Source: an optimization exercise on an open RTL-to-GDS flow (aim: small area). Production flows keep margins and buffers that such runs may drop.
Where RTL was checked, it was by simulation tests only, not by an equivalence proof against the original.
Only the layout flow was run in runs 2 to 4; the RTL was not checked for function there.
No activity file was given, so power comes from the tool's default toggle rates.

--- flow/constraint.sdc ---
create_clock -name core_clock -period 5.0 [get_ports {clk}]
set_input_delay 1.0000 -clock core_clock [delete_from_list [all_inputs] [get_ports {clk}]]
set_output_delay 1.0000 -clock core_clock [all_outputs]
set_load 0.01 [all_outputs]
--- flow/config.mk ---
export PLATFORM = sky130hd
export DESIGN_NAME = commit_trace_unit
export DESIGN_NICKNAME = commit_trace_unit
export VERILOG_FILES = /design/flow/design.v
export SDC_FILE = /design/flow/constraint.sdc
export NUM_CORES = 4
export LEC_CHECK = 0
export CAP_MARGIN = 20
export CORE_MARGIN = 2
export CORE_UTILIZATION = 70
export CTS_BUF_LIST = sky130_fd_sc_hd__clkbuf_16
export CTS_CLUSTER_DIAMETER = 60
export CTS_CLUSTER_SIZE = 24
export PLACE_DENSITY = 0.85
export SLEW_MARGIN = 20
--- flow/design.v ---
`default_nettype none
module ctu_counter #(
    parameter int W = 32,
    parameter int G = 16
) (
    input  wire logic         clk,
    input  wire logic         rst,
    input  wire logic         en,
    output logic [W-1:0]      q
);
    localparam int NG = W / G;
    logic [W-1:0]  cnt_q;
    logic [W-1:0]  c;        
    logic [W-1:0]  s;
    logic [NG-1:0] all1;
    logic [NG-1:0] cin;
    for (genvar g = 0; g < NG; g++) begin : g_grp
        assign all1[g] = &cnt_q[g*G +: G];
        if (g == 0) begin : g_first
            assign cin[g] = en;
        end else begin : g_next
            assign cin[g] = cin[g-1] & all1[g-1];
        end
        for (genvar i = 0; i < G; i++) begin : g_bit
            if (i == 0) begin : g_b0
                assign c[g*G+i] = cin[g];
            end else begin : g_bn
                assign c[g*G+i] = c[g*G+i-1] & cnt_q[g*G+i-1];
            end
            assign s[g*G+i] = cnt_q[g*G+i] ^ c[g*G+i];
        end
    end
    always_ff @(posedge clk or posedge rst) begin
        if (rst) cnt_q <= '0;
        else     cnt_q <= s;
    end
    assign q = cnt_q;
endmodule
module commit_trace_unit #(
    parameter int DEPTH = 8,
    parameter int CNT_W = 32
) (
    input  wire logic              clk,
    input  wire logic              rst,
    input  wire logic              reg_wr_i,
    input  wire logic [2:0]        wr_reg_i,
    input  wire logic [15:0]       wr_data_i,
    input  wire logic              mem_rd_i,
    input  wire logic              mem_wr_i,
    input  wire logic [15:0]       mem_addr_i,
    input  wire logic [15:0]       mem_wdata_i,
    input  wire logic [15:0]       mem_rdata_i,
    input  wire logic              halt_i,
    input  wire logic              icache_req_i,
    input  wire logic              icache_hit_i,
    input  wire logic              dcache_req_i,
    input  wire logic              dcache_hit_i,
    output logic                   rec_valid,
    input  wire logic              rec_ready,
    output logic [3:0]             rec_flags,
    output logic [2:0]             rec_reg,
    output logic [15:0]            rec_wdata,
    output logic [15:0]            rec_addr,
    output logic [15:0]            rec_mdata,
    output logic [15:0]            rec_cycle,
    output logic                   full_o,
    output logic                   overflow_o,
    output logic                   done_o,
    output logic [CNT_W-1:0]       cycle_count_o,
    output logic [CNT_W-1:0]       inst_count_o,
    output logic [CNT_W-1:0]       icache_req_cnt_o,
    output logic [CNT_W-1:0]       icache_hit_cnt_o,
    output logic [CNT_W-1:0]       dcache_req_cnt_o,
    output logic [CNT_W-1:0]       dcache_hit_cnt_o
);
    localparam int CW = $clog2(DEPTH) + 1;      
    localparam int RW = 3 + 3 + 4*16;
    logic              halted_q;      
    logic              halt_rec_q;    
    logic              overflow_q;
    logic [CW-1:0]     count_q;
    logic [DEPTH-1:0][RW-1:0] fifo_q;
    logic              w_run, w_event, w_valid, w_full, w_pop, w_push, w_drop;
    logic [RW-1:0]     w_new_rec, w_head;
    logic [DEPTH-1:0]  w_sel;
    assign w_run   = ~halted_q;
    assign w_event = w_run & (halt_i | reg_wr_i | mem_rd_i | mem_wr_i);
    assign w_valid = (count_q != '0);
    assign w_full  = (count_q == CW'(DEPTH));
    assign w_pop   = w_valid & rec_ready;
    assign w_push  = w_event & (~w_full | w_pop);
    assign w_drop  = w_event & w_full & ~w_pop;
    assign w_new_rec = {reg_wr_i, mem_rd_i, mem_wr_i, wr_reg_i, wr_data_i, mem_addr_i,
                        (mem_wr_i ? mem_wdata_i : mem_rdata_i), cycle_count_o[15:0]};
    for (genvar g = 0; g < DEPTH; g++) begin : g_entry
        always_ff @(posedge clk) begin
            if (w_push) fifo_q[g] <= (g == 0) ? w_new_rec : fifo_q[(g == 0) ? 0 : g-1];
        end
    end
    always_ff @(posedge clk or posedge rst) begin
        if (rst) begin
            count_q    <= '0;
            overflow_q <= 1'b0;
            halted_q   <= 1'b0;
            halt_rec_q <= 1'b0;
        end else begin
            if (w_push & ~w_pop)      count_q <= count_q + CW'(1);
            else if (~w_push & w_pop) count_q <= count_q - CW'(1);
            if (w_drop)               overflow_q <= 1'b1;
            if (w_run & halt_i)       halted_q   <= 1'b1;
            if (w_push & halt_i)      halt_rec_q <= 1'b1;
        end
    end
    always_comb begin
        w_head = '0;
        for (int k = 0; k < DEPTH; k++) begin
            w_sel[k] = (count_q == CW'(k+1));
            w_head   = w_head | ({RW{w_sel[k]}} & fifo_q[k]);
        end
    end
    assign rec_valid = w_valid;
    assign rec_flags = {halt_rec_q & w_sel[0], w_head[RW-1 -: 3]};
    assign rec_reg   = w_head[64 +: 3];
    assign rec_wdata = w_head[48 +: 16];
    assign rec_addr  = w_head[32 +: 16];
    assign rec_mdata = w_head[16 +: 16];
    assign rec_cycle = w_head[0  +: 16];
    assign full_o     = w_full;
    assign overflow_o = overflow_q;
    assign done_o     = halted_q & ~w_valid;
    ctu_counter #(.W(CNT_W)) u_cyc (.clk, .rst, .en(w_run),                  .q(cycle_count_o));
    ctu_counter #(.W(CNT_W)) u_ins (.clk, .rst, .en(w_run & (halt_i | reg_wr_i | mem_wr_i)),
                                                                            .q(inst_count_o));
    ctu_counter #(.W(CNT_W)) u_icr (.clk, .rst, .en(w_run & icache_req_i),   .q(icache_req_cnt_o));
    ctu_counter #(.W(CNT_W)) u_ich (.clk, .rst, .en(w_run & icache_hit_i),   .q(icache_hit_cnt_o));
    ctu_counter #(.W(CNT_W)) u_dcr (.clk, .rst, .en(w_run & dcache_req_i),   .q(dcache_req_cnt_o));
    ctu_counter #(.W(CNT_W)) u_dch (.clk, .rst, .en(w_run & dcache_hit_i),   .q(dcache_hit_cnt_o));
endmodule
`default_nettype wire
--- flow/run.sh ---
#!/bin/bash
# synth_recipe.tcl (not shown) runs the flow's synth.tcl, then flattens the netlist and writes it again
# the make line also repeats each setting of config.mk as NAME=value (left out here)
make -C /OpenROAD-flow-scripts/flow DESIGN_CONFIG=/design/flow/config.mk WORK_HOME=/design/flow/orfs CLKGATE_MAP_FILE= SYNTH_SCRIPT=/design/flow/synth_recipe.tcl finish
==> reports/metrics.csv, run 1 <==
stage,metric,value,unit
clock_network,clock slew at reported path FFs,90,ps
power,Internal,10.6,mW
clock_network,H-tree levels,2,
final_layout,final net count,2291,
floorplanning,Die W,209,um
final_layout,layout cells sized above 1,6.08,%
timing,worst hold slack,445,ps
logic_synthesis,synthesized cell area,29300,um^2
run,Max Cap Viol,0,
final_layout,# fillers,1962,
run_status,status,"complete, no violations",
timing,post-route minimum period,4720,ps
global_route,largest net degree at the start of global routing,185,
critical_path,crit-path max FO,46,
global_route,global route overflow,0,
final_layout,most frequent cells in the layout,"edfxtp_1, clkdlybuf4s50_1, dfrtp_1",
worst_hold_path,hold path startpoint,fifo_q[36],
floorplanning,I/O pin cnt,345,
drt,DR vias/cell,6.56,
logic_synthesis,distinct cell type count after synthesis,50,
clock_network,CTS tree,done,
logic_synthesis,syn_nets,1990,
floorplanning,die area,43500,um^2
timing,Final setup viols,0,
power,Switching Fraction,31.9,%
power,PD cells,450,nW/um^2
power,Comb power frac,31.0,%
critical_path,CP cell instances,inv_1 -> ha_4 -> buf_4 -> a22oi_1 -> and3_1 -> o32ai_1 -> clkdlybuf4s50_1,
drt,Routed Antenna Nets,0,
logic_synthesis,sequential-to-total area share from yosys stat,74.4,%
critical_path,critical path endpoint,rec_cycle[1],
critical_path,CP Launch Point,count_q[0],
critical_path,critical path required time,4000,ps
critical_path,R2R depth,19,
logic_synthesis,Mapped Cells,1727,
place,dpl hpwl,40400,um
critical_path,Startpoint Class,flop,
critical_path,reg-to-reg setup timing slack,780,ps
critical_path,crit path kind,reg2out,
logic_synthesis,"Avg Cell Area, Syn",17.0,um^2
critical_path,Crit path arrival time,3720,ps
critical_path,critical path's slowest cell,clkdlybuf4s50_1,
drt,final WL,64600,um
drt,via count,17000,
floorplanning,Rows,74,
place,IO Port Bufs,344,
logic_synthesis,Synth Warn #,2,
drt,# DRC,0,
clock_network,root buf cell,clkbuf_16,
place,gpl congestion,0.836,
floorplanning,Initial Util,71.3,%
timing,fmax,212,MHz
timing,pin slew with the least headroom to its limit,1030,ps
clock_network,# clock sinks,759,
global_route,GRT Resource Usage Total,29.8,%
power,static leakage,13.3,nW
critical_path,Worst setup EP type,output port,
timing,unrepaired setup endpoints after global routing,no,
power,share of power burned in registers,43.9,%
timing,relative slew slack,31.2,%
timing,Final Max Slew Viols,0,
power,Clock power frac,25.1,%
critical_path,RR Endpoint,u_cyc.cnt_q[31],
drt,Initial DRC Count,2116,
power,"Power, Total",15.6,mW
drt,DR pass1 iterations,5,
global_route,vias in the first global route,17600,
critical_path,Reg2Reg Launch Point,halted_q,
power,VDD IR max,0.000303,V
final_layout,core occupancy in the finished layout,84.1,%
timing,part of the cycle the worst path needs,94.4,%
floorplanning,Die Ht,209,um
final_layout,multi-input logic area,6920,um^2
timing,Final Skew,27.7,ps
timing,final hold viol count,0,
clock_network,TritonCTS Buffers,44,
clock_network,clk latency of the worst-skew pair,600,ps
global_route,first-pass GRT wire length,100000,um
power,Psw,4.98,mW
worst_hold_path,worst hold-check path type,reg2reg,
clock_network,hold_buf cts,0,
clock_network,CTS max path bufs,3,
logic_synthesis,Synth Register Bits,759,
critical_path,largest stage delay on the critical path,660,ps
floorplanning,core area,41100,um^2
final_layout,Synth-to-Final Area Change,18.0,%
drt,wire per inst,24.9,um
final_layout,Reg area,21800,um^2
global_route,antenna violations before repair,5,
final_layout,"commonest non-fill, non-tap cell in the layout",edfxtp_1,
-- cell type report --
type	instances	share of cell area (%)
Inverter	5	0.0651
Tap cell	532	1.92
Antenna cell	3	0.0217
Clock buffer	46	3.33
Multi-Input combinational cell	847	20.0
Clock inverter	28	0.785
Sequential cell	759	63.0
Timing Repair Buffer	371	10.8
-- metal layers --
metal  vias up  global-route usage, %  part of all wire (%)
met5         -                      0                 0.042
met4         4                   8.47                   2.3
met3       102                   8.37                    11
met2       812                   48.0                    48
met1      8672                   40.6                    39
li1       7403                      -                     -
-- logic make-up after synthesis --
family	after synthesis	synth area share (%)
AOI/OAI and AO/OA	377	9.42
xor gates and xnor gates	16	0.478
adders and majority gates	185	7.90
buffers and inverters	121	2.27
DFF	759	74.4
muxes	35	1.26
and+or+nand+nor	234	4.32
-- worst min path at each step --
| stage | to | cells after the start |
|---|---|---|
| 6_report | fifo_q[106] | 0 |
| 5_1_grt | fifo_q[533] | 0 |
| 4_1_cts | fifo_q[557] | 0 |
| 3_5_place_dp | fifo_q[538] | 0 |
| 3_3_place_gp | fifo_q[141] | 0 |
| 2_1_floorplan | fifo_q[133] | 0 |
-- state kept, by name, indices dropped and copies added (netlist names) --
signal	flops
u_dch.cnt_q	32
u_ich.cnt_q	32
halted_q	1
fifo_q	560
u_icr.cnt_q	32
u_ins.cnt_q	32
count_q	4
overflow_q	1
u_cyc.cnt_q	32
halt_rec_q	1
u_dcr.cnt_q	32
-- stage by stage --
step	std cells	setup WS [ps]	TNS, ps	area (um^2)
2_1_floorplan	1727	-11150	-5628850	29300
3_3_place_gp	2514	251	0	33100
3_5_place_dp	2514	107	0	33100
4_1_cts	2588	106	0	34600
5_1_grt	2590	130	0	34600
6_report	2591	282	0	34600
-- worst max-delay path, delay by kind of cell, from the launching register on --
kind | cells | cell delay, ps
compound gates | 2 | 520
buf+inv | 3 | 1290
simple gates | 1 | 200
fa+ha+maj | 1 | 580
flops | 1 | 510
-- power groups by stage --
stage / combinational (mW) / clock, mW / sequential [mW]
finish: 4.83 / 3.90 / 6.85
global placement: 4.62 / 0 / 6.98
detailed placement: 4.74 / 0 / 6.98
global route: 5.12 / 4.17 / 6.85
CTS: 4.81 / 3.96 / 6.84
floorplan: 2.79 / 0 / 6.91
-- cell usage after synthesis (all sizes together) --
library cell	instances	area, um^2
o21bai	1	7.51
a211oi	4	30.0
a2bb2oi	6	52.6
xor2	15	131
o22ai	15	93.8
mux2i	19	190
nand3	33	165
xnor2	1	8.76
a32oi	26	228
and4	4	35.0
buf	99	583
clkbuf	17	65.1
nor3	4	20.0
nor3b	1	7.51
or3	13	81.3
a221oi	32	280
nand2	77	289
a32o	24	240
inv	5	18.8
nand2b	5	31.3
a221o	18	180
a21oi	67	339
o21ai	45	225
mux2	16	180
nand4	19	119
a21o	1	7.51
nor2b	29	181
ha	185	2310
a21boi	6	45.0
or2	2	12.5
and2	2	12.5
o32ai	6	52.6
dfrtp	199	4980
a22oi	99	743
a22o	26	228
nor4	5	31.3
edfxtp	560	16800
nor2	5	18.8
nand4b	1	8.76
and3b	1	8.76
or4	2	18.8
and3	6	37.5
o211ai	1	7.51
nand3b	25	188
-- timing repair --
action,in CTS,in global routing
endpoints found under the hold margin,0,0
resized for setup,0,1
setup buffers,0,0
setup endpoints to repair,0,2
==> run 2: changes to the inputs <==
--- a/flow/design.v
+++ b/flow/design.v
@@ -3,3 +3,3 @@
     parameter int W = 32,
-    parameter int G = 16
+    parameter int G = 8
 ) (
@@ -75,3 +75,2 @@
 );
-    localparam int CW = $clog2(DEPTH) + 1;      
     localparam int RW = 3 + 3 + 4*16;
@@ -80,3 +79,3 @@
     logic              overflow_q;
-    logic [CW-1:0]     count_q;
+    logic [DEPTH-1:0]  occ_q;         
     logic [DEPTH-1:0][RW-1:0] fifo_q;
@@ -87,4 +86,4 @@
     assign w_event = w_run & (halt_i | reg_wr_i | mem_rd_i | mem_wr_i);
-    assign w_valid = (count_q != '0);
-    assign w_full  = (count_q == CW'(DEPTH));
+    assign w_valid = occ_q[0];
+    assign w_full  = occ_q[DEPTH-1];
     assign w_pop   = w_valid & rec_ready;
@@ -101,3 +100,3 @@
         if (rst) begin
-            count_q    <= '0;
+            occ_q      <= '0;
             overflow_q <= 1'b0;
@@ -106,4 +105,4 @@
         end else begin
-            if (w_push & ~w_pop)      count_q <= count_q + CW'(1);
-            else if (~w_push & w_pop) count_q <= count_q - CW'(1);
+            if (w_push & ~w_pop)      occ_q <= {occ_q[DEPTH-2:0], 1'b1};
+            else if (~w_push & w_pop) occ_q <= {1'b0, occ_q[DEPTH-1:1]};
             if (w_drop)               overflow_q <= 1'b1;
@@ -116,3 +115,3 @@
         for (int k = 0; k < DEPTH; k++) begin
-            w_sel[k] = (count_q == CW'(k+1));
+            w_sel[k] = occ_q[k] & ((k == DEPTH-1) ? 1'b1 : ~occ_q[(k == DEPTH-1) ? k : k+1]);
             w_head   = w_head | ({RW{w_sel[k]}} & fifo_q[k]);
==> flow/flow/run.sh (new file) <==
#!/bin/bash
# Own layout flow: the standard ORFS flow (standard.sh) with three changes.
#  1. Synthesis: synth_recipe.tcl unchanged, except that Yosys's abc call for the
#     combinational logic uses an area-oriented script (flow/abc_area.script).
#     Flip-flop mapping (dfflibmap) runs before abc and is untouched, so the
#     registers, their names and cell types are those of the standard synthesis.
#  2. Every input and output port still gets a buffer, but the smallest one (buf_1).
#  3. CTS: larger sink clusters driven by clkbuf_16 and no dummy clock loads.
# Each tool's full output goes to ORFS's own logs under orfs/logs; make's output
# goes to flow_make.log.
set -euo pipefail
here=$(pwd)
{
  echo 'proc abc {args} {'
  echo '  set i [lsearch -exact $args -script]'
  echo '  if {$i >= 0} { lset args [expr {$i+1}] $::env(OWN_ABC_SCRIPT) }'
  echo '  yosys abc {*}$args'
  echo '}'
  cat synth_recipe.tcl
} > own_synth.tcl
sed "s#SYNTH_SCRIPT=[^ ]*synth_recipe.tcl#SYNTH_SCRIPT=$here/own_synth.tcl#" standard.sh > own_standard.sh
grep -q "own_synth.tcl" own_standard.sh
export OWN_ABC_SCRIPT=$here/flow/abc_area.script
export BUFFER_PORTS_ARGS="-buffer_cell sky130_fd_sc_hd__buf_1"
export CTS_ARGS="-sink_clustering_enable -repair_clock_nets -dont_use_dummy_load -buf_list sky130_fd_sc_hd__clkbuf_16 -sink_clustering_size 24 -sink_clustering_max_diameter 60"
bash own_standard.sh > flow_make.log 2>&1
==> flow/flow/abc_area.script (new file) <==
strash
dch -f
amap
topo
stime -c
==> flow/standard.sh (new file) <==
#!/bin/bash
# synth_recipe.tcl (not shown) runs the flow's synth.tcl, then flattens the netlist and writes it again
# the make line also repeats each setting of config.mk as NAME=value (left out here)
make -C /OpenROAD-flow-scripts/flow DESIGN_CONFIG=/design/flow/config.mk WORK_HOME=/design/flow/orfs CLKGATE_MAP_FILE= SYNTH_SCRIPT=/design/flow/synth_recipe.tcl "${@:-finish}"
--- a/flow/config.mk
+++ b/flow/config.mk
@@ -9,7 +9,3 @@
 export CORE_MARGIN = 2
-export CORE_UTILIZATION = 70
-export CTS_BUF_LIST = sky130_fd_sc_hd__clkbuf_16
-export CTS_CLUSTER_DIAMETER = 60
-export CTS_CLUSTER_SIZE = 24
-export PLACE_DENSITY = 0.85
+export CORE_UTILIZATION = 40
 export SLEW_MARGIN = 20
removed: flow/run.sh
==> reports/metrics.csv, run 2 <==
stage,metric,value,unit,change
logic_synthesis,"EDFF count, synth",560,,unchanged
clock_network,"Setup Fix Bufs, Post-CTS",0,,unchanged
floorplanning,Initial Util,40.2,%,-31 points
logic_synthesis,synthesized cell area,27500,um^2,-6.2%
global_route,GRT Resource Usage Total,17.4,%,-12 points
place,dpl hpwl,39400,um,-2.4%
critical_path,CP Launch Point,occ_q[4],,
drt,DR vias/cell,5.62,,-14%
critical_path,critical path required time,4000,ps,about the same
clock_network,# clock sinks,763,,+0.53%
final_layout,layout cells sized above 1,5.16,%,-0.92 points
logic_synthesis,proportion of synthesized area in mux cells,0,%,-1.3 points
logic_synthesis,Adder-Cell Fraction of Synth Area,7.69,%,-0.20 points
drt,final WL,62900,um,-2.7%
timing,unrepaired setup endpoints after global routing,no,,
timing,pin slew with the least headroom to its limit,920,ps,-113 ps
logic_synthesis,Synth Warn #,2,,unchanged
timing,post-route minimum period,4180,ps,-538 ps
timing,worst hold slack,410,ps,-35.1 ps
clock_network,root buf cell,clkbuf_16,,
timing,Final Max Slew Viols,0,,unchanged
floorplanning,Die Ht,266,um,+28%
logic_synthesis,Commonest cells post-synth,"edfxtp_1, dfrtp_1, ha_1, a222oi_1, a22oi_1",,
drt,wire per inst,22.9,um,-8.1%
clock_network,TritonCTS Buffers,54,,+23%
global_route,first-pass GRT wire length,95500,um,-4.6%
global_route,largest net degree at the start of global routing,161,,-13%
critical_path,Reg2Reg Launch Point,halted_q,,
final_layout,Largest register FFs,560,,unchanged
logic_synthesis,commonest register cell after synthesis,edfxtp_1,,
critical_path,Crit path arrival time,3180,ps,-540 ps
global_route,vias in the first global route,15800,,-10%
place,gpl congestion,0.841,,+0.59%
floorplanning,core area,68300,um^2,+66%
clock_network,clock slew at reported path FFs,70,ps,-20 ps
logic_synthesis,largest family of logic cells by synthesized area,compound AO/OA/AOI/OAI gates,,
drt,Initial DRC Count,1615,,-24%
worst_hold_path,worst hold-check path type,reg2reg,,
power,PD cells,342,nW/um^2,-24%
final_layout,Synth-to-Final Area Change,14.6,%,
logic_synthesis,share of synthesized flip-flops with an asynchronous set or reset,26.6,%,+0.39 points
timing,"Worst Setup Slack, final",821,ps,+538 ps
run_status,status,"complete, no violations",,
logic_synthesis,Synth Register Bits,763,,+0.53%
logic_synthesis,most numerous cell in the Yosys netlist,edfxtp_1,,
timing,setup_tns,0,ps,unchanged
critical_path,Worst setup EP type,output port,,
critical_path,Startpoint Class,flop,,
power,static leakage,12.1,nW,-9.3%
logic_synthesis,sequential-to-total area share from yosys stat,79.6,%,+5.3 points
floorplanning,I/O pin cnt,345,,unchanged
logic_synthesis,Mapped Cells,1452,,-16%
clock_network,H-tree levels,2,,unchanged
run,Max Cap Viol,0,,unchanged
logic_synthesis,distinct cell type count after synthesis,26,,-48%
global_route,antenna violations before repair,4,,-1
critical_path,crit path kind,reg2out,,
final_layout,largest register by flop count,fifo_q,,
logic_synthesis,simple-gate share of the synthesized area,3.84,%,-0.48 points
timing,part of the cycle the worst path needs,83.6,%,-11 points
place,Setup Slack @ Placement,1340,ps,+1230 ps
drt,Routed Antenna Nets,0,,unchanged
timing,relative slew slack,38.7,%,+7.5 points
final_layout,multi-input logic area,5440,um^2,-21%
logic_synthesis,Compound-Gate Fraction of Synth Area,8.06,%,-1.4 points
floorplanning,Rows,96,,+30%
timing,Final setup viols,0,,unchanged
floorplanning,die area,70800,um^2,+63%
final_layout,# fillers,5891,,+200%
place,IO Port Bufs,344,,unchanged
final_layout,"commonest non-fill, non-tap cell in the layout",edfxtp_1,,
logic_synthesis,leading area contributor after synthesis,edfxtp_1,,
drt,# DRC,0,,unchanged
clock_network,post-CTS sizing,0,,unchanged
final_layout,Reg area,21900,um^2,+0.44%
critical_path,crit-path max FO,38,,-17%
logic_synthesis,xor/xnor share of the synthesized area,0,%,-0.48 points
clock_network,hold_buf cts,0,,unchanged
timing,Final Skew,52.2,ps,+24.5 ps
logic_synthesis,top area cells in the synthesized netlist,"edfxtp_1, dfrtp_1, ha_1, a222oi_1, a22oi_1",,
final_layout,most frequent cells in the layout,"edfxtp_1, buf_1, dfrtp_1",,
floorplanning,Die W,266,um,+28%
timing,fmax,239,MHz,+13%
timing,final hold viol count,0,,unchanged
logic_synthesis,syn_nets,1699,,-15%
logic_synthesis,"Avg Cell Area, Syn",18.9,um^2,+12%
clock_network,CTS max path bufs,3,,unchanged
clock_network,CTS tree,done,,
worst_hold_path,hold path startpoint,fifo_q[75],,
global_route,global route overflow,0,,unchanged
final_layout,final net count,2111,,-7.9%
logic_synthesis,share of Yosys cell area claimed by the top area cell type,61.2,%,+3.8 points
power,VDD IR max,0.000269,V,-11%
drt,via count,15400,,-9.2%
drt,DR pass1 iterations,7,,+2
clock_network,clk latency of the worst-skew pair,620,ps,+20 ps
[run 2: layout make-up]
| cell class | instances | area share [%] |
|---|---|---|
| Clock buffer | 54 | 4.29 |
| Antenna cell | 1 | 0.00794 |
| Sequential cell | 763 | 69.5 |
| Tap cell | 882 | 3.50 |
| Multi-Input combinational cell | 649 | 17.3 |
| Timing Repair Buffer | 372 | 5.07 |
| Inverter | 24 | 0.326 |
[run 2: worst max-delay path, stage by stage, from the launching register on]
cell and delay (ps):
dfrtp_1 380, clkinv_1 170, nand2_1 130, clkinv_2 510
buf_4 560, a222oi_1 380, nand3_1 190, buf_1 190
[run 2: worst paths after layout]
check,end,slack [ps],depth (start not counted)
worst max-delay path,rec_mdata[15],820,7
worst min-delay path,fifo_q[145],410,0
worst max register to register,u_ins.cnt_q[23],1830,14
worst min register to register,fifo_q[145],410,0
max in group asynchronous,u_dch.cnt_q[31],3210,3
min in group asynchronous,u_cyc.cnt_q[31],590,2
[run 2: logic make-up after synthesis]
kind of cell	count (synthesis)
DFF	763
AOI/OAI and AO/OA	265
and+or+nand+nor	215
adders and majority gates	169
buffers and inverters	40
[run 2: metal layers]
metal,global-route usage (%),vias to the layer above,wire (um)
met1,23.3,7954,26200
li1,-,6842,-
met5,0,-,41
met2,27.7,561,29700
met4,3.98,6,1090
met3,5.39,70,5880
[run 2: report_power, final]
| part | switching [mW] | total [mW] | leakage [nW] | internal (mW) |
|---|---|---|---|---|
| Combinational | 0.0818 | 0.117 | 3.33 | 0.0354 |
| Clock | 1.99 | 3.89 | 0.665 | 1.90 |
| Sequential | 0.0180 | 6.77 | 8.10 | 6.75 |
[run 2: stage by stage]
step                      utilization (%)  instance area, um^2  power (mW)  cells
after global routing                 46.1                31500        11.1   2744
final                                46.1                31500        10.8   2745
after floorplan                         -                27500        6.96   1452
after detailed placement             44.1                30100        7.02   2689
after global placement               44.1                30100        7.02   2689
after CTS                            46.0                31500        10.9   2743
==> run 3: changes to the inputs <==
--- a/flow/flow/run.sh
+++ b/flow/flow/run.sh
@@ -24,3 +24,3 @@
 export BUFFER_PORTS_ARGS="-buffer_cell sky130_fd_sc_hd__buf_1"
-export CTS_ARGS="-sink_clustering_enable -repair_clock_nets -dont_use_dummy_load -buf_list sky130_fd_sc_hd__clkbuf_16 -sink_clustering_size 24 -sink_clustering_max_diameter 60"
+export CTS_ARGS="-sink_clustering_enable -repair_clock_nets -dont_use_dummy_load -buf_list sky130_fd_sc_hd__clkbuf_16 -sink_clustering_size 30 -sink_clustering_max_diameter 60"
 bash own_standard.sh > flow_make.log 2>&1
==> reports/metrics.csv, run 3 <==
stage,metric,value,unit,change
critical_path,crit path kind,reg2out,,
logic_synthesis,leading area contributor after synthesis,edfxtp_1,,
drt,met2 WL,29800,um,+0.35%
final_layout,antenna diode count,0,,-1
clock_network,"Setup Fix Bufs, Post-CTS",0,,unchanged
drt,Metal-1 WL,26100,um,-0.25%
logic_synthesis,Compound-Gate Fraction of Synth Area,8.06,%,unchanged
drt,Routed Antenna Nets,0,,unchanged
critical_path,Startpoint Class,flop,,
critical_path,RR Endpoint,u_ins.cnt_q[23],,
logic_synthesis,sequential-to-total area share from yosys stat,79.6,%,unchanged
drt,final WL,63000,um,+0.11%
critical_path,reg-to-reg setup timing slack,1830,ps,about the same
worst_hold_path,hold worst-path end,fifo_q[198],,
floorplanning,Initial Util,40.2,%,unchanged
final_layout,largest register by flop count,fifo_q,,
clock_network,TritonCTS Buffers,53,,-1.9%
place,gpl congestion,0.841,,unchanged
timing,Final Skew,54.1,ps,+1.87 ps
power,VDD IR max,0.000278,V,+3.7%
clock_network,# clock sinks,763,,unchanged
logic_synthesis,share of Yosys cell area claimed by the top area cell type,61.2,%,unchanged
global_route,first-pass GRT wire length,95300,um,-0.18%
timing,relative slew slack,37.7,%,-0.97 points
critical_path,R2R depth,14,,unchanged
worst_hold_path,Hold Path Stages,0,,unchanged
timing,pin slew with the least headroom to its limit,934,ps,+14.5 ps
critical_path,critical path required time,4000,ps,about the same
timing,part of the cycle the worst path needs,83.9,%,+0.35 points
logic_synthesis,most numerous cell in the Yosys netlist,edfxtp_1,,
timing,Final Max Slew Viols,0,,unchanged
drt,Initial DRC Count,1679,,+4.0%
run_status,status,"complete, no violations",,
logic_synthesis,largest family of logic cells by synthesized area,compound AO/OA/AOI/OAI gates,,
floorplanning,die area,70800,um^2,unchanged
final_layout,Largest register FFs,560,,unchanged
final_layout,layout cells sized above 1,5.10,%,-0.051 points
timing,post-route minimum period,4200,ps,+17.5 ps
place,dpl hpwl,39400,um,unchanged
critical_path,Worst setup EP type,output port,,
floorplanning,core area,68300,um^2,unchanged
global_route,vias in the first global route,15700,,-0.39%
critical_path,Crit path arrival time,3200,ps,+20 ps
timing,final hold viol count,0,,unchanged
drt,# DRC,0,,unchanged
final_layout,most frequent cells in the layout,"edfxtp_1, buf_1, dfrtp_1",,
clock_network,CTS max path bufs,3,,unchanged
final_layout,"commonest non-fill, non-tap cell in the layout",edfxtp_1,,
critical_path,Reg2Reg Launch Point,halted_q,,
critical_path,critical path's slowest cell,buf_4,,
clock_network,CTS tree,done,,
logic_synthesis,simple-gate share of the synthesized area,3.84,%,unchanged
timing,setup_tns,0,ps,unchanged
drt,via count,15400,,-0.032%
logic_synthesis,Commonest cells post-synth,"edfxtp_1, dfrtp_1, ha_1, a222oi_1, a22oi_1",,
clock_network,post-CTS sizing,0,,unchanged
logic_synthesis,"EDFF count, synth",560,,unchanged
clock_network,clk latency of the worst-skew pair,620,ps,about the same
global_route,global route overflow,0,,unchanged
logic_synthesis,Mapped Cells,1452,,unchanged
worst_hold_path,hold path startpoint,fifo_q[128],,
logic_synthesis,share of synthesized flip-flops with an asynchronous set or reset,26.6,%,unchanged
floorplanning,I/O pin cnt,345,,unchanged
timing,Final setup viols,0,,unchanged
logic_synthesis,"Avg Cell Area, Syn",18.9,um^2,unchanged
power,PD cells,341,nW/um^2,-0.25%
run,Max Cap Viol,0,,unchanged
timing,"Worst Setup Slack, final",803,ps,-17.5 ps
floorplanning,Die Ht,266,um,unchanged
logic_synthesis,xor/xnor share of the synthesized area,0,%,unchanged
logic_synthesis,commonest register cell after synthesis,edfxtp_1,,
worst_hold_path,worst hold-check path type,reg2reg,,
logic_synthesis,top area cells in the synthesized netlist,"edfxtp_1, dfrtp_1, ha_1, a222oi_1, a22oi_1",,
clock_network,root buf cell,clkbuf_16,,
logic_synthesis,Synth Register Bits,763,,unchanged
drt,max layer used,met5,,
logic_synthesis,distinct cell type count after synthesis,26,,unchanged
clock_network,hold_buf cts,0,,unchanged
global_route,antenna violations before repair,4,,unchanged
final_layout,Synth-to-Final Area Change,14.5,%,about the same
timing,unrepaired setup endpoints after global routing,no,,
clock_network,clock slew at reported path FFs,110,ps,+40 ps
critical_path,crit-path max FO,38,,unchanged
global_route,GRT Resource Usage Total,17.3,%,-0.021 points
clock_network,H-tree levels,2,,unchanged
logic_synthesis,syn_nets,1699,,unchanged
timing,fmax,238,MHz,-0.42%
place,IO Port Bufs,344,,unchanged
drt,wire per inst,23.0,um,+0.19%
floorplanning,Die W,266,um,unchanged
power,static leakage,12.1,nW,-0.10%
drt,DR pass1 iterations,6,,-1
logic_synthesis,Adder-Cell Fraction of Synth Area,7.69,%,unchanged
floorplanning,Rows,96,,unchanged
logic_synthesis,Synth Warn #,2,,unchanged
final_layout,final net count,2110,,-0.047%
logic_synthesis,synthesized cell area,27500,um^2,unchanged
drt,DR vias/cell,5.62,,about the same
place,Setup Slack @ Placement,1340,ps,unchanged
global_route,largest net degree at the start of global routing,161,,unchanged
drt,met3 WL,5800,um,-1.3%
logic_synthesis,proportion of synthesized area in mux cells,0,%,unchanged
critical_path,CP cell instances,clkinv_1 -> nand2_1 -> clkinv_2 -> buf_4 -> a222oi_1 -> nand3_1 -> buf_1,,
critical_path,largest stage delay on the critical path,570,ps,about the same
==> run 3: critical path, delay by kind of cell, from the launching register on <==
family / cells / cell delay (ps)
buffers and inverters: 4 / 1440
AOI/OAI and AO/OA: 1 / 380
and+or+nand+nor: 2 / 320
DFF: 1 / 380
==> run 3: routing by layer <==
metal | GRT usage (%) | up-vias
met5 | 0 | -
met4 | 4.22 | 8
met3 | 5.20 | 74
met2 | 27.7 | 545
met1 | 23.4 | 7966
li1 | - | 6835
==> run 3: where the power goes <==
| group | internal, mW | switching, mW |
|---|---|---|
| clock network | 1.86 | 1.99 |
| registers | 6.75 | 0.0178 |
| logic | 0.0354 | 0.0816 |
| total | 8.65 | 2.09 |
==> run 3: how the worst max path moves through the flow <==
stage	from	endpoint	slack, ps	cells after the start
6_report	occ_q[4]	rec_mdata[15]	800	7
5_1_grt	occ_q[4]	rec_mdata[15]	590	7
4_1_cts	occ_q[4]	rec_mdata[15]	770	7
3_5_place_dp	dcache_req_i	u_dcr.cnt_q[31]	1340	14
3_3_place_gp	dcache_req_i	u_dcr.cnt_q[31]	1380	14
2_1_floorplan	mem_wr_i	occ_q[0]	-26920	6
==> run 3: area by class of cell <==
| class | instances | area [um^2] |
|---|---|---|
| clock buffers | 53 | 1330 |
| fillers | 5893 | 36900 |
| inverters | 24 | 103 |
| multi-input cells | 649 | 5440 |
| flip-flops and latches | 763 | 21900 |
| well taps | 882 | 1100 |
| repair buffers | 372 | 1600 |
==> run 3: kinds of logic after synthesis <==
family,count (synthesis)
AOI/OAI and AO/OA,265
DFF,763
buffers and inverters,40
and+or+nand+nor,215
adders and majority gates,169
==> run 3: through the flow <==
step	hold slack (ps)	instance area (um^2)	power [mW]	instances	util (%)
2_1_floorplan	419	27500	6.96	1452	-
3_3_place_gp	426	30100	7.02	2689	44.1
3_5_place_dp	432	30100	7.02	2689	44.1
4_1_cts	415	31400	10.9	2742	46.0
5_1_grt	428	31500	11.1	2743	46.0
6_report	412	31500	10.7	2743	46.0
==> run 4: changes to the inputs <==
--- a/flow/flow/run.sh
+++ b/flow/flow/run.sh
@@ -24,3 +24,3 @@
 export BUFFER_PORTS_ARGS="-buffer_cell sky130_fd_sc_hd__buf_1"
-export CTS_ARGS="-sink_clustering_enable -repair_clock_nets -dont_use_dummy_load -buf_list sky130_fd_sc_hd__clkbuf_16 -sink_clustering_size 30 -sink_clustering_max_diameter 60"
+export CTS_ARGS="-sink_clustering_enable -repair_clock_nets -dont_use_dummy_load -buf_list sky130_fd_sc_hd__clkbuf_16 -sink_clustering_size 36 -sink_clustering_max_diameter 70"
 bash own_standard.sh > flow_make.log 2>&1
==> reports/metrics.csv, run 4 <==
stage,metric,value,unit,change
run_status,status,"complete, no violations",,
clock_network,# clock sinks,763,,unchanged
floorplanning,die area,70800,um^2,unchanged
critical_path,Reg2Reg Launch Point,halted_q,,
floorplanning,core area,68300,um^2,unchanged
critical_path,reg-to-reg setup timing slack,1840,ps,about the same
critical_path,R2R depth,14,,unchanged
drt,final WL,62600,um,-0.52%
clock_network,TritonCTS Buffers,46,,-13%
floorplanning,Rows,96,,unchanged
logic_synthesis,Commonest cells post-synth,"edfxtp_1, dfrtp_1, ha_1, a222oi_1, a22oi_1",,
logic_synthesis,commonest register cell after synthesis,edfxtp_1,,
critical_path,RR Endpoint,u_ins.cnt_q[23],,
timing,pin slew with the least headroom to its limit,879,ps,-55.5 ps
place,placed insts,2689,,unchanged
power,share of power burned in registers,64.7,%,+1.7 points
floorplanning,Initial Util,40.2,%,unchanged
power,Internal,8.41,mW,-2.7%
run,Max Cap Viol,0,,unchanged
worst_hold_path,hold path startpoint,fifo_q[182],,
clock_network,CTS max path bufs,3,,unchanged
power,Switching Fraction,19.5,%,+0.067 points
worst_hold_path,worst hold-check path type,reg2reg,,
global_route,global route overflow,0,,unchanged
drt,# DRC,0,,unchanged
floorplanning,Die Ht,266,um,unchanged
logic_synthesis,share of Yosys cell area claimed by the top area cell type,61.2,%,unchanged
critical_path,crit path kind,reg2out,,
global_route,antenna violations before repair,4,,unchanged
power,Clock power frac,34.2,%,-1.7 points
final_layout,Synth-to-Final Area Change,13.8,%,
floorplanning,I/O pin cnt,345,,unchanged
drt,Initial DRC Count,1495,,-11%
logic_synthesis,Synth Warn #,2,,unchanged
logic_synthesis,distinct cell type count after synthesis,26,,unchanged
timing,Final Max Slew Viols,0,,unchanged
logic_synthesis,Synth Register Bits,763,,unchanged
clock_network,H-tree levels,2,,unchanged
final_layout,"commonest non-fill, non-tap cell in the layout",edfxtp_1,,
floorplanning,Die W,266,um,unchanged
clock_network,root buf cell,clkbuf_16,,
timing,Final Skew,53.1,ps,-1.02 ps
power,VDD IR max,0.000214,V,-23%
final_layout,Largest register FFs,560,,unchanged
timing,fmax,236,MHz,-0.98%
drt,wire per inst,22.9,um,-0.30%
critical_path,critical path's slowest cell,buf_4,,
timing,unrepaired setup endpoints after global routing,no,,
logic_synthesis,"Avg Cell Area, Syn",18.9,um^2,unchanged
logic_synthesis,top area cells in the synthesized netlist,"edfxtp_1, dfrtp_1, ha_1, a222oi_1, a22oi_1",,
final_layout,most frequent cells in the layout,"edfxtp_1, buf_1, dfrtp_1",,
clock_network,post-CTS sizing,0,,unchanged
critical_path,largest stage delay on the critical path,570,ps,about the same
final_layout,core occupancy in the finished layout,45.8,%,-0.25 points
global_route,vias in the first global route,15600,,-0.59%
clock_network,clock slew at reported path FFs,100,ps,about the same
clock_network,"Setup Fix Bufs, Post-CTS",0,,unchanged
timing,final hold viol count,0,,unchanged
final_layout,largest register by flop count,fifo_q,,
critical_path,crit-path max FO,38,,unchanged
logic_synthesis,"EDFF count, synth",560,,unchanged
place,IO Port Bufs,344,,unchanged
power,Comb power frac,1.1,%,about the same
drt,DR pass1 iterations,7,,+1
place,dpl hpwl,39400,um,unchanged
critical_path,Startpoint Class,flop,,
global_route,GRT Resource Usage Total,17.4,%,+0.036 points
critical_path,critical path required time,4000,ps,about the same
logic_synthesis,synthesized cell area,27500,um^2,unchanged
clock_network,CTS tree,done,,
global_route,largest net degree at the start of global routing,161,,unchanged
critical_path,CP Launch Point,occ_q[4],,
clock_network,clk latency of the worst-skew pair,610,ps,about the same
clock_network,hold_buf cts,0,,unchanged
timing,Final setup viols,0,,unchanged
timing,setup_tns,0,ps,unchanged
logic_synthesis,Mapped Cells,1452,,unchanged
final_layout,Post-Layout Cell Count,2737,,-0.22%
timing,"Worst Setup Slack, final",762,ps,-41.7 ps
critical_path,Crit path arrival time,3240,ps,+40 ps
timing,post-route minimum period,4240,ps,+41.7 ps
critical_path,CP cell instances,clkinv_1 -> nand2_1 -> clkinv_2 -> buf_4 -> a222oi_1 -> nand3_1 -> buf_1,,
timing,part of the cycle the worst path needs,84.8,%,+0.83 points
logic_synthesis,sequential-to-total area share from yosys stat,79.6,%,unchanged
power,PD cells,334,nW/um^2,-2.1%
critical_path,Worst setup EP type,output port,,
logic_synthesis,syn_nets,1699,,unchanged
drt,via count,15400,,-0.38%
logic_synthesis,leading area contributor after synthesis,edfxtp_1,,
critical_path,critical path endpoint,rec_mdata[10],,
drt,DR vias/cell,5.62,,-0.16%
power,static leakage,12.0,nW,-0.71%
timing,relative slew slack,41.4,%,+3.7 points
final_layout,layout cells sized above 1,4.75,%,-0.36 points
power,Psw,2.04,mW,-2.3%
logic_synthesis,share of synthesized flip-flops with an asynchronous set or reset,26.6,%,unchanged
place,gpl congestion,0.841,,unchanged
drt,Routed Antenna Nets,0,,unchanged
final_layout,final net count,2103,,-0.33%
global_route,first-pass GRT wire length,95500,um,+0.16%
place,Setup Slack @ Placement,1340,ps,unchanged
logic_synthesis,most numerous cell in the Yosys netlist,edfxtp_1,,
[run 4: worst max-delay path: cells and delay by family (launching register included)]
family,cells,cell delay [ps]
buffers and inverters,4,1440
AO/OA/AOI/OAI,1,450
flip-flops,1,390
AND/OR/NAND/NOR,2,280
[run 4: area by class of cell]
| type | count | area [um^2] |
|---|---|---|
| flip-flops and latches | 763 | 21900 |
| fillers | 5908 | 37000 |
| diodes | 1 | 2.50 |
| clock buffers | 46 | 1150 |
| multi-input cells | 649 | 5440 |
| repair buffers | 372 | 1600 |
| well taps | 882 | 1100 |
| inverters | 24 | 103 |
[run 4: metal layers]
layer	track usage (%)	vias to the layer above	part of all wire (%)
met5	0	-	0.085
met4	3.99	8	1.9
met3	5.14	78	8.7
met2	27.6	537	47
met1	23.6	7930	42
li1	-	6816	-
[run 4: per-stage QoR]
| step | hold WS (ps) | area [um^2] | total power, mW |
|---|---|---|---|
| finish | 421 | 31300 | 10.5 |
| global route | 426 | 31300 | 10.8 |
| CTS | 419 | 31300 | 10.6 |
| detailed placement | 432 | 30100 | 7.02 |
| global placement | 426 | 30100 | 7.02 |
| floorplan | 419 | 27500 | 6.96 |
[run 4: how the worst min path moves through the flow]
stage,to,slack (ps),cells after the start
6_report,fifo_q[252],420,0
2_1_floorplan,fifo_q[463],420,0
3_5_place_dp,fifo_q[405],430,0
5_1_grt,fifo_q[401],430,0
3_3_place_gp,fifo_q[431],430,0
4_1_cts,fifo_q[252],420,0
[run 4: cell families after synthesis]
kind of cell / synth area share, %
simple gates: 3.84
flops: 79.6
buf+inv: 0.765
compound gates: 8.06
fa+ha+maj: 7.69
[run 4: power groups by stage]
stage | clock (mW) | sequential, mW | combinational (mW)
2_1_floorplan | 0 | 6.91 | 0.0472
3_3_place_gp | 0 | 6.90 | 0.118
3_5_place_dp | 0 | 6.90 | 0.121
4_1_cts | 3.71 | 6.76 | 0.122
5_1_grt | 3.93 | 6.77 | 0.134
6_report | 3.57 | 6.76 | 0.117
==> run 5: changes to the inputs <==
--- a/flow/design.v
+++ b/flow/design.v
@@ -3,3 +3,3 @@
     parameter int W = 32,
-    parameter int G = 8
+    parameter int G = 16
 ) (
@@ -75,2 +75,3 @@
 );
+    localparam int CW = $clog2(DEPTH) + 1;      
     localparam int RW = 3 + 3 + 4*16;
@@ -79,3 +80,3 @@
     logic              overflow_q;
-    logic [DEPTH-1:0]  occ_q;         
+    logic [CW-1:0]     count_q;
     logic [DEPTH-1:0][RW-1:0] fifo_q;
@@ -86,4 +87,4 @@
     assign w_event = w_run & (halt_i | reg_wr_i | mem_rd_i | mem_wr_i);
-    assign w_valid = occ_q[0];
-    assign w_full  = occ_q[DEPTH-1];
+    assign w_valid = (count_q != '0);
+    assign w_full  = (count_q == CW'(DEPTH));
     assign w_pop   = w_valid & rec_ready;
@@ -100,3 +101,3 @@
         if (rst) begin
-            occ_q      <= '0;
+            count_q    <= '0;
             overflow_q <= 1'b0;
@@ -105,4 +106,4 @@
         end else begin
-            if (w_push & ~w_pop)      occ_q <= {occ_q[DEPTH-2:0], 1'b1};
-            else if (~w_push & w_pop) occ_q <= {1'b0, occ_q[DEPTH-1:1]};
+            if (w_push & ~w_pop)      count_q <= count_q + CW'(1);
+            else if (~w_push & w_pop) count_q <= count_q - CW'(1);
             if (w_drop)               overflow_q <= 1'b1;
@@ -115,3 +116,3 @@
         for (int k = 0; k < DEPTH; k++) begin
-            w_sel[k] = occ_q[k] & ((k == DEPTH-1) ? 1'b1 : ~occ_q[(k == DEPTH-1) ? k : k+1]);
+            w_sel[k] = (count_q == CW'(k+1));
             w_head   = w_head | ({RW{w_sel[k]}} & fifo_q[k]);
--- a/flow/flow/run.sh
+++ b/flow/flow/run.sh
@@ -24,3 +24,3 @@
 export BUFFER_PORTS_ARGS="-buffer_cell sky130_fd_sc_hd__buf_1"
-export CTS_ARGS="-sink_clustering_enable -repair_clock_nets -dont_use_dummy_load -buf_list sky130_fd_sc_hd__clkbuf_16 -sink_clustering_size 36 -sink_clustering_max_diameter 70"
+export CTS_ARGS="-sink_clustering_enable -repair_clock_nets -dont_use_dummy_load -buf_list {sky130_fd_sc_hd__clkbuf_8 sky130_fd_sc_hd__clkbuf_16} -sink_clustering_buffer sky130_fd_sc_hd__clkbuf_8 -tree_buf sky130_fd_sc_hd__clkbuf_16 -root_buf sky130_fd_sc_hd__clkbuf_16 -sink_clustering_size 20 -sink_clustering_max_diameter 50"
 bash own_standard.sh > flow_make.log 2>&1
==> reports/metrics.csv, run 5 <==
stage,metric,value,unit,change
logic_synthesis,Synth Warn #,2,,unchanged
critical_path,CP bufs+invs,4,,unchanged
clock_network,post-CTS sizing,0,,unchanged
run_status,status,"complete, no violations",,
logic_synthesis,"Avg Cell Area, Syn",19.1,um^2,+0.76%
critical_path,RR Endpoint,u_dcr.cnt_q[31],,
drt,final WL,62300,um,-0.59%
critical_path,critical path's slowest cell,clkinv_2,,
worst_hold_path,hold path startpoint,fifo_q[418],,
logic_synthesis,"EDFF count, synth",560,,unchanged
clock_network,"Setup Fix Bufs, Post-CTS",0,,unchanged
global_route,vias in the first global route,16000,,+2.2%
worst_hold_path,worst hold-check path type,reg2reg,,
logic_synthesis,top area cells in the synthesized netlist,"edfxtp_1, dfrtp_1, ha_1, a222oi_1, nand4_1",,
worst_hold_path,Hold Path Stages,0,,unchanged
timing,worst hold slack,389,ps,-32.1 ps
logic_synthesis,share of Yosys cell area claimed by the top area cell type,61.4,%,+0.26 points
power,static leakage,11.9,nW,-0.55%
final_layout,largest register by flop count,fifo_q,,
critical_path,CP Launch Point,count_q[2],,
timing,unrepaired setup endpoints after global routing,no,,
clock_network,CTS tree,done,,
place,gpl congestion,0.871,,+3.7%
timing,part of the cycle the worst path needs,90.1,%,+5.3 points
floorplanning,core area,67500,um^2,-1.2%
final_layout,"commonest non-fill, non-tap cell in the layout",edfxtp_1,,
floorplanning,I/O pin cnt,345,,unchanged
logic_synthesis,share of synthesized flip-flops with an asynchronous set or reset,26.2,%,-0.39 points
clock_network,clk latency of the worst-skew pair,590,ps,-20 ps
timing,Final setup viols,0,,unchanged
critical_path,CP cell instances,clkinv_1 -> nand3_1 -> clkinv_2 -> buf_4 -> a222oi_1 -> o2111ai_1 -> buf_1,,
global_route,antenna violations before repair,5,,+1
logic_synthesis,syn_nets,1698,,-0.059%
critical_path,Worst setup EP type,output port,,
critical_path,CP Depth,7,,unchanged
final_layout,Largest register FFs,560,,unchanged
clock_network,# clock sinks,759,,-0.52%
logic_synthesis,sequential-to-total area share from yosys stat,79.6,%,about the same
place,IO Port Bufs,344,,unchanged
drt,Initial DRC Count,1599,,+7.0%
critical_path,Crit path arrival time,3500,ps,+260 ps
critical_path,R2R depth,20,,+6
final_layout,final net count,2138,,+1.7%
critical_path,reg-to-reg setup timing slack,650,ps,-1190 ps
drt,DR vias/cell,5.62,,about the same
timing,final hold viol count,0,,unchanged
timing,Final Skew,58.6,ps,+5.55 ps
power,PD cells,413,nW/um^2,+24%
timing,Final Max Slew Viols,0,,unchanged
clock_network,CTS max path bufs,3,,unchanged
critical_path,Worst path top cell family by delay,buffers and inverters,,
drt,Routed Antenna Nets,0,,unchanged
drt,via count,15400,,+0.42%
global_route,largest net degree at the start of global routing,173,,+7.5%
critical_path,crit path kind,reg2out,,
final_layout,Synth-to-Final Area Change,14.3,%,
clock_network,clock slew at reported path FFs,80,ps,-20 ps
place,dpl hpwl,37700,um,-4.4%
global_route,first-pass GRT wire length,95400,um,-0.12%
critical_path,Startpoint Class,flop,,
floorplanning,Die W,266,um,-0.21%
final_layout,antenna diode count,0,,-1
final_layout,most frequent cells in the layout,"edfxtp_1, buf_1, dfrtp_1",,
drt,wire per inst,22.7,um,-0.92%
logic_synthesis,synthesized cell area,27400,um^2,-0.42%
drt,DR pass1 iterations,6,,-1
global_route,GRT Resource Usage Total,17.5,%,+0.11 points
critical_path,Reg2Reg Launch Point,halted_q,,
timing,pin slew with the least headroom to its limit,1040,ps,+161 ps
logic_synthesis,Mapped Cells,1435,,-1.2%
clock_network,root buf cell,clkbuf_16,,
logic_synthesis,most numerous cell in the Yosys netlist,edfxtp_1,,
floorplanning,Initial Util,40.6,%,+0.32 points
clock_network,hold_buf cts,0,,unchanged
worst_hold_path,hold worst-path end,fifo_q[488],,
critical_path,crit-path max FO,31,,-18%
clock_network,TritonCTS Buffers,85,,+85%
clock_network,H-tree levels,3,,+1
run,Max Cap Viol,0,,unchanged
timing,fmax,222,MHz,-5.9%
drt,# DRC,0,,unchanged
logic_synthesis,distinct cell type count after synthesis,27,,+3.8%
final_layout,layout cells sized above 1,6.83,%,+2.1 points
logic_synthesis,Synth Register Bits,759,,-0.52%
global_route,global route overflow,0,,unchanged
timing,post-route minimum period,4500,ps,+264 ps
floorplanning,Rows,95,,-1.0%
timing,setup_tns,0,ps,unchanged
power,VDD IR max,0.000221,V,+3.4%
critical_path,critical path required time,4000,ps,about the same
logic_synthesis,leading area contributor after synthesis,edfxtp_1,,
floorplanning,Die Ht,266,um,-0.21%
logic_synthesis,commonest register cell after synthesis,edfxtp_1,,
timing,relative slew slack,30.7,%,-11 points
logic_synthesis,Commonest cells post-synth,"edfxtp_1, dfrtp_1, ha_1, a222oi_1, nand2_1",,
floorplanning,die area,70600,um^2,-0.41%
critical_path,largest stage delay on the critical path,620,ps,+50 ps
==> run 5: kinds of logic (layout without fill, tap and decap cells) <==
family | after synthesis | after routing | synth area share (%)
buffers and inverters | 50 | 488 | 0.905
AOI/OAI and AO/OA | 224 | 224 | 7.21
DFF | 759 | 759 | 79.6
and+or+nand+nor | 217 | 217 | 3.82
adders and majority gates | 185 | 185 | 8.45
==> run 5: metrics by stage <==
stage               total power [mW]  util (%)  setup WS (ps)  area (um^2)  instances
floorplan                       8.23         -         -27280        27400       1435
global placement                9.41      44.5            254        30000       2661
detailed placement              9.43      44.5            254        30000       2661
CTS                             13.1      46.3            433        31300       2746
global route                    13.5      46.3            220        31300       2746
finish                          12.9      46.3            497        31300       2746
==> run 5: per-layer routing <==
layer | vias up | wire length [um] | share of wire, % | global-route usage [%]
met5 | - | 66 | 0.11 | 0
met4 | 10 | 1360 | 2.2 | 4.87
met3 | 111 | 5810 | 9.3 | 4.90
met2 | 641 | 28400 | 46 | 27.1
met1 | 7903 | 26700 | 43 | 24.2
li1 | 6769 | - | - | -
==> run 5: worst max path at each step <==
stage | end | slack [ps]
finish | rec_cycle[10] | 500
global route | rec_wdata[12] | 220
CTS | rec_cycle[15] | 430
detailed placement | u_ins.cnt_q[15] | 250
global placement | u_ins.cnt_q[15] | 250
floorplan | count_q[3] | -27280
==> run 5: final cells by class <==
type	instances	area, um^2
Clock buffer	85	1270
Fill cell	5816	36200
Inverter	34	139
Multi-Input combinational cell	626	5430
Sequential cell	759	21800
Tap cell	873	1090
Timing Repair Buffer	369	1570
==> run 5: where the power goes <==
| part | internal [mW] | switching [mW] |
|---|---|---|
| Clock | 1.67 | 2.00 |
| Combinational | 0.782 | 1.69 |
| Sequential | 6.73 | 0.0409 |
| Total | 9.19 | 3.74 |
==> run 6: changes to the inputs <==
--- a/flow/flow/run.sh
+++ b/flow/flow/run.sh
@@ -24,3 +24,3 @@
 export BUFFER_PORTS_ARGS="-buffer_cell sky130_fd_sc_hd__buf_1"
-export CTS_ARGS="-sink_clustering_enable -repair_clock_nets -dont_use_dummy_load -buf_list {sky130_fd_sc_hd__clkbuf_8 sky130_fd_sc_hd__clkbuf_16} -sink_clustering_buffer sky130_fd_sc_hd__clkbuf_8 -tree_buf sky130_fd_sc_hd__clkbuf_16 -root_buf sky130_fd_sc_hd__clkbuf_16 -sink_clustering_size 20 -sink_clustering_max_diameter 50"
+export CTS_ARGS="-sink_clustering_enable -repair_clock_nets -dont_use_dummy_load -buf_list sky130_fd_sc_hd__clkbuf_16 -sink_clustering_size 40 -sink_clustering_max_diameter 60"
 bash own_standard.sh > flow_make.log 2>&1
--- a/flow/config.mk
+++ b/flow/config.mk
@@ -10,2 +10,3 @@
 export CORE_UTILIZATION = 40
+export PLACE_DENSITY = 0.8
 export SLEW_MARGIN = 20
==> reports/metrics.csv, run 6 <==
stage,metric,value,unit,change
clock_network,CTS max path bufs,3,,unchanged
floorplanning,Initial Util,40.6,%,unchanged
logic_synthesis,synthesized cell area,27400,um^2,unchanged
timing,unrepaired setup endpoints after global routing,no,,
clock_network,post-CTS sizing,0,,unchanged
drt,via count,15500,,+0.12%
logic_synthesis,"Avg Cell Area, Syn",19.1,um^2,unchanged
timing,relative slew slack,36.7,%,+6.0 points
logic_synthesis,leading area contributor after synthesis,edfxtp_1,,
final_layout,Largest register FFs,560,,unchanged
power,VDD IR max,0.000295,V,+34%
logic_synthesis,share of synthesized flip-flops with an asynchronous set or reset,26.2,%,unchanged
critical_path,crit-path max FO,44,,+42%
critical_path,Reg2Reg Launch Point,halted_q,,
critical_path,critical path required time,4000,ps,about the same
clock_network,"Setup Fix Bufs, Post-CTS",0,,unchanged
drt,DR pass1 iterations,9,,+3
logic_synthesis,Synth Register Bits,759,,unchanged
logic_synthesis,xor/xnor share of the synthesized area,0,%,unchanged
logic_synthesis,largest family of logic cells by synthesized area,adder cells,,
logic_synthesis,Compound-Gate Fraction of Synth Area,7.21,%,unchanged
final_layout,largest register by flop count,fifo_q,,
global_route,antenna violations before repair,2,,-3
logic_synthesis,most numerous cell in the Yosys netlist,edfxtp_1,,
timing,Final setup viols,0,,unchanged
run,Max Cap Viol,0,,unchanged
final_layout,layout cells sized above 1,5.27,%,-1.6 points
logic_synthesis,proportion of synthesized area in mux cells,0,%,unchanged
critical_path,RR Endpoint,u_ich.cnt_q[15],,
final_layout,Synth-to-Final Area Change,14.5,%,
logic_synthesis,Mapped Cells,1435,,unchanged
drt,# DRC,0,,unchanged
final_layout,Reg area,21800,um^2,unchanged
final_layout,final net count,2107,,-1.4%
timing,setup_tns,0,ps,unchanged
critical_path,Startpoint Class,flop,,
global_route,vias in the first global route,16100,,+0.71%
timing,post-route minimum period,4390,ps,-111 ps
global_route,first-pass GRT wire length,94000,um,-1.4%
clock_network,clk latency of the worst-skew pair,620,ps,+30 ps
final_layout,multi-input logic area,5430,um^2,unchanged
power,static leakage,11.9,nW,about the same
place,IO Port Bufs,344,,unchanged
drt,Initial DRC Count,1699,,+6.3%
logic_synthesis,distinct cell type count after synthesis,27,,unchanged
timing,pin slew with the least headroom to its limit,950,ps,-89.9 ps
floorplanning,core area,67500,um^2,unchanged
logic_synthesis,syn_nets,1698,,unchanged
timing,fmax,228,MHz,+2.5%
drt,Routed Antenna Nets,0,,unchanged
critical_path,CP cell instances,clkinv_1 -> nand3_1 -> clkinv_2 -> buf_12 -> a222oi_1 -> nand4_1 -> buf_1,,
drt,final WL,61800,um,-0.69%
floorplanning,I/O pin cnt,345,,unchanged
power,PD cells,413,nW/um^2,about the same
place,gpl congestion,0.877,,+0.60%
logic_synthesis,sequential-to-total area share from yosys stat,79.6,%,unchanged
floorplanning,Rows,95,,unchanged
critical_path,crit path kind,reg2out,,
logic_synthesis,Synth Warn #,2,,unchanged
logic_synthesis,commonest register cell after synthesis,edfxtp_1,,
drt,DR vias/cell,5.69,,+1.3%
logic_synthesis,"EDFF count, synth",560,,unchanged
clock_network,# clock sinks,759,,unchanged
run_status,status,"complete, no violations",,
drt,wire per inst,22.8,um,+0.44%
clock_network,TritonCTS Buffers,52,,-39%
floorplanning,Die W,266,um,unchanged
timing,Final Skew,73.5,ps,+14.9 ps
critical_path,R2R depth,21,,+5.0%
final_layout,# fillers,5686,,-2.2%
critical_path,CP Launch Point,count_q[2],,
critical_path,critical path's slowest cell,clkinv_2,,
clock_network,root buf cell,clkbuf_16,,
logic_synthesis,share of Yosys cell area claimed by the top area cell type,61.4,%,unchanged
final_layout,antenna diode count,0,,unchanged
critical_path,reg-to-reg setup timing slack,1020,ps,+370 ps
timing,final hold viol count,0,,unchanged
global_route,GRT Resource Usage Total,17.2,%,-0.31 points
floorplanning,Die Ht,266,um,unchanged
logic_synthesis,top area cells in the synthesized netlist,"edfxtp_1, dfrtp_1, ha_1, a222oi_1, nand4_1",,
clock_network,clock slew at reported path FFs,70,ps,about the same
logic_synthesis,Commonest cells post-synth,"edfxtp_1, dfrtp_1, ha_1, a222oi_1, nand2_1",,
critical_path,largest stage delay on the critical path,570,ps,-50 ps
logic_synthesis,simple-gate share of the synthesized area,3.82,%,unchanged
place,dpl hpwl,38600,um,+2.4%
final_layout,most frequent cells in the layout,"edfxtp_1, buf_1, dfrtp_1",,
power,"Power, Total",13.0,mW,+0.23%
critical_path,Crit path arrival time,3390,ps,-110 ps
clock_network,CTS tree,done,,
global_route,global route overflow,0,,unchanged
global_route,largest net degree at the start of global routing,160,,-7.5%
critical_path,Worst setup EP type,output port,,
clock_network,hold_buf cts,0,,unchanged
logic_synthesis,Adder-Cell Fraction of Synth Area,8.45,%,unchanged
timing,part of the cycle the worst path needs,87.8,%,-2.2 points
clock_network,H-tree levels,2,,-1
critical_path,critical path endpoint,rec_reg[0],,
worst_hold_path,worst hold-check path type,reg2reg,,
final_layout,"commonest non-fill, non-tap cell in the layout",edfxtp_1,,
floorplanning,die area,70600,um^2,unchanged
timing,Final Max Slew Viols,0,,unchanged
[run 6: cells by family after synthesis]
logic type | after synthesis
AOI/OAI and AO/OA | 224
and+or+nand+nor | 217
buffers and inverters | 50
adders and majority gates | 185
DFF | 759
[run 6: worst min-delay path by stage]
stage	from	end	slack (ps)	cells after the start
after floorplan	halt_rec_q	halt_rec_q	420	1
after global placement	fifo_q[74]	fifo_q[144]	430	0
after detailed placement	fifo_q[334]	fifo_q[404]	430	0
after CTS	fifo_q[378]	fifo_q[448]	370	0
after global routing	fifo_q[378]	fifo_q[448]	380	0
final	fifo_q[378]	fifo_q[448]	380	0
[run 6: final cells by class]
class	count	share of cell area, %
multi-input cells	626	17.3
clock buffers	52	4.15
inverters	34	0.443
repair buffers	371	5.08
well taps	873	3.48
flip-flops and latches	759	69.5
[run 6: through the flow]
step	utilization [%]	setup slack [ps]	instances	hold slack, ps	instance area, um^2
floorplan	-	-27280	1435	420	27400
global placement	44.5	287	2663	431	30000
detailed placement	44.5	203	2663	433	30000
CTS	46.4	569	2715	374	31300
global route	46.4	381	2715	383	31300
finish	46.4	609	2715	377	31300
[run 6: power breakdown]
group | switching, mW | total [mW] | internal [mW]
Clock | 1.92 | 3.75 | 1.83
Sequential | 0.0413 | 6.77 | 6.73
Combinational | 1.65 | 2.44 | 0.786
Total | 3.61 | 13.0 | 9.34
[run 6: routing by layer]
metal	share of wire, %	up-vias	wire length (um)	GRT usage [%]
met1	39	7870	24000	21.8
met4	3.3	4	2040	6.30
met2	48	757	29700	28.3
met3	9.9	103	6110	4.70
met5	0.034	-	21	0
li1	-	6719	-	-
[run 6: worst max-delay path: cells and delay by family (launching register included)]
kind	cells	cell delay [ps]
AOI/OAI and AO/OA	1	430
buffers and inverters	4	1480
DFF	1	530
and+or+nand+nor	2	360
==> run 7: changes to the inputs <==
--- a/flow/flow/run.sh
+++ b/flow/flow/run.sh
@@ -24,3 +24,3 @@
 export BUFFER_PORTS_ARGS="-buffer_cell sky130_fd_sc_hd__buf_1"
-export CTS_ARGS="-sink_clustering_enable -repair_clock_nets -dont_use_dummy_load -buf_list sky130_fd_sc_hd__clkbuf_16 -sink_clustering_size 40 -sink_clustering_max_diameter 60"
+export CTS_ARGS="-sink_clustering_enable -repair_clock_nets -dont_use_dummy_load -buf_list sky130_fd_sc_hd__clkbuf_16 -sink_clustering_size 44 -sink_clustering_max_diameter 70"
 bash own_standard.sh > flow_make.log 2>&1
--- a/flow/config.mk
+++ b/flow/config.mk
@@ -10,3 +10,2 @@
 export CORE_UTILIZATION = 40
-export PLACE_DENSITY = 0.8
 export SLEW_MARGIN = 20
==> reports/metrics.csv, run 7 <==
stage,metric,value,unit,change
run_status,status,"complete, no violations",,
logic_synthesis,Synth Register Bits,759,,unchanged
logic_synthesis,share of synthesized flip-flops with an asynchronous set or reset,26.2,%,unchanged
final_layout,Synth-to-Final Area Change,13.8,%,
critical_path,Startpoint Class,flop,,
floorplanning,Die Ht,266,um,unchanged
logic_synthesis,distinct cell type count after synthesis,27,,unchanged
final_layout,fin area,31100,um^2,-0.65%
drt,Initial DRC Count,1629,,-4.1%
logic_synthesis,"Avg Cell Area, Syn",19.1,um^2,unchanged
logic_synthesis,Commonest cells post-synth,"edfxtp_1, dfrtp_1, ha_1, a222oi_1, nand2_1",,
timing,unrepaired setup endpoints after global routing,no,,
floorplanning,die area,70600,um^2,unchanged
place,dpl hpwl,37700,um,-2.3%
timing,setup_tns,0,ps,unchanged
logic_synthesis,synthesized cell area,27400,um^2,unchanged
power,static leakage,11.8,nW,-0.86%
timing,relative slew slack,29.6,%,-7.0 points
timing,final hold viol count,0,,unchanged
power,Switching Fraction,28.6,%,+0.71 points
clock_network,post-CTS sizing,0,,unchanged
critical_path,reg-to-reg setup timing slack,690,ps,-330 ps
logic_synthesis,commonest register cell after synthesis,edfxtp_1,,
clock_network,H-tree levels,2,,unchanged
global_route,vias in the first global route,15600,,-3.0%
run,Max Cap Viol,0,,unchanged
timing,Final Skew,62.9,ps,-10.7 ps
power,Internal,9.11,mW,-2.5%
clock_network,hold_buf cts,0,,unchanged
floorplanning,I/O pin cnt,345,,unchanged
timing,part of the cycle the worst path needs,89.2,%,+1.4 points
place,"Cell Area, Placed",30000,um^2,about the same
power,VDD IR max,0.000242,V,-18%
clock_network,"Setup Fix Bufs, Post-CTS",0,,unchanged
drt,wire per inst,22.7,um,-0.20%
critical_path,crit-path max FO,31,,-30%
logic_synthesis,"EDFF count, synth",560,,unchanged
logic_synthesis,leading area contributor after synthesis,edfxtp_1,,
floorplanning,Rows,95,,unchanged
critical_path,Worst setup EP type,output port,,
critical_path,R2R depth,20,,-4.8%
power,Clock power frac,27.5,%,-1.4 points
final_layout,layout cells sized above 1,4.80,%,-0.47 points
clock_network,clock slew at reported path FFs,110,ps,+40 ps
worst_hold_path,worst hold-check path type,reg2reg,,
drt,# DRC,0,,unchanged
power,"Power, Total",12.8,mW,-1.6%
worst_hold_path,hold path startpoint,fifo_q[158],,
final_layout,final net count,2098,,-0.43%
power,Comb power frac,19.4,%,+0.6 points
global_route,GRT Resource Usage Total,17.2,%,+0.050 points
worst_hold_path,hold worst-path end,fifo_q[228],,
critical_path,crit path kind,reg2out,,
critical_path,RR Endpoint,u_dcr.cnt_q[31],,
global_route,largest net degree at the start of global routing,173,,+8.1%
timing,post-route minimum period,4460,ps,+68.5 ps
power,share of power burned in registers,53.1,%,+0.8 points
clock_network,root buf cell,clkbuf_16,,
final_layout,most frequent cells in the layout,"edfxtp_1, buf_1, dfrtp_1",,
worst_hold_path,Hold Path Stages,0,,unchanged
logic_synthesis,top area cells in the synthesized netlist,"edfxtp_1, dfrtp_1, ha_1, a222oi_1, nand4_1",,
critical_path,Reg2Reg Launch Point,halted_q,,
clock_network,CTS tree,done,,
logic_synthesis,sequential-to-total area share from yosys stat,79.6,%,unchanged
clock_network,CTS max path bufs,3,,unchanged
drt,via count,15100,,-2.0%
logic_synthesis,most numerous cell in the Yosys netlist,edfxtp_1,,
global_route,global route overflow,0,,unchanged
timing,Final setup viols,0,,unchanged
drt,final WL,61500,um,-0.53%
drt,DR pass1 iterations,9,,unchanged
run 7: worst max path at each step:
stage               startpoint               to  slack [ps]  cells past startpoint
detailed placement    mem_wr_i  u_ins.cnt_q[15]         250                     20
global route        count_q[2]    rec_wdata[12]         290                      7
finish              count_q[2]    rec_cycle[10]         540                      7
global placement      mem_wr_i  u_ins.cnt_q[15]         250                     20
floorplan             mem_wr_i       count_q[3]      -27280                      9
CTS                 count_q[2]    rec_cycle[15]         490                      7
run 7: cell type report:
type | instances | area (um^2)
inverter | 34 | 139
timing repair buffer | 369 | 1570
multi-input combinational | 626 | 5430
clock buffer | 45 | 1130
fill | 5801 | 36400
sequential | 759 | 21800
tap | 873 | 1090
run 7: cells by family (layout without fill, tap and decap cells):
logic type               count (synthesis)  count (layout)  synth area share, %
AO/OA/AOI/OAI                          224             224                 7.21
adder cells (fa/ha/maj)                185             185                 8.45
buffers and inverters                   50             448                0.905
flip-flops                             759             759                 79.6
AND/OR/NAND/NOR                        217             217                 3.82
run 7: through the flow:
| stage | utilization (%) | worst slack, ps | hold slack [ps] | instances |
|---|---|---|---|---|
| finish | 46.1 | 540 | 396 | 2706 |
| global route | 46.1 | 286 | 396 | 2706 |
| CTS | 46.1 | 486 | 394 | 2706 |
| detailed placement | 44.5 | 254 | 432 | 2661 |
| global placement | 44.5 | 254 | 429 | 2661 |
| floorplan | - | -27280 | 420 | 1435 |
run 7: layer usage:
metal / share of wire, % / vias to the layer above / track usage [%]
met1: 43 / 7795 / 24.3
met5: 0.085 / - / 0
met3: 9.1 / 74 / 4.30
met4: 1.9 / 8 / 4.13
met2: 46 / 562 / 27.0
li1: - / 6704 / -
run 7: critical path, stage by stage (launching register included):
cell	delay, ps
dfrtp_1	510
clkinv_1	300
nand3_1	210
clkinv_2	630
buf_4	510
a222oi_1	310
o2111ai_1	190
buf_1	210
run 7: power by group through the flow:
| stage | Clock (mW) | Sequential, mW | Combinational [mW] |
|---|---|---|---|
| finish | 3.51 | 6.77 | 2.48 |
| CTS | 3.66 | 6.77 | 2.53 |
| global placement | 0 | 6.90 | 2.51 |
| global route | 3.86 | 6.77 | 2.69 |
| floorplan | 0 | 6.90 | 1.33 |
| detailed placement | 0 | 6.90 | 2.53 |
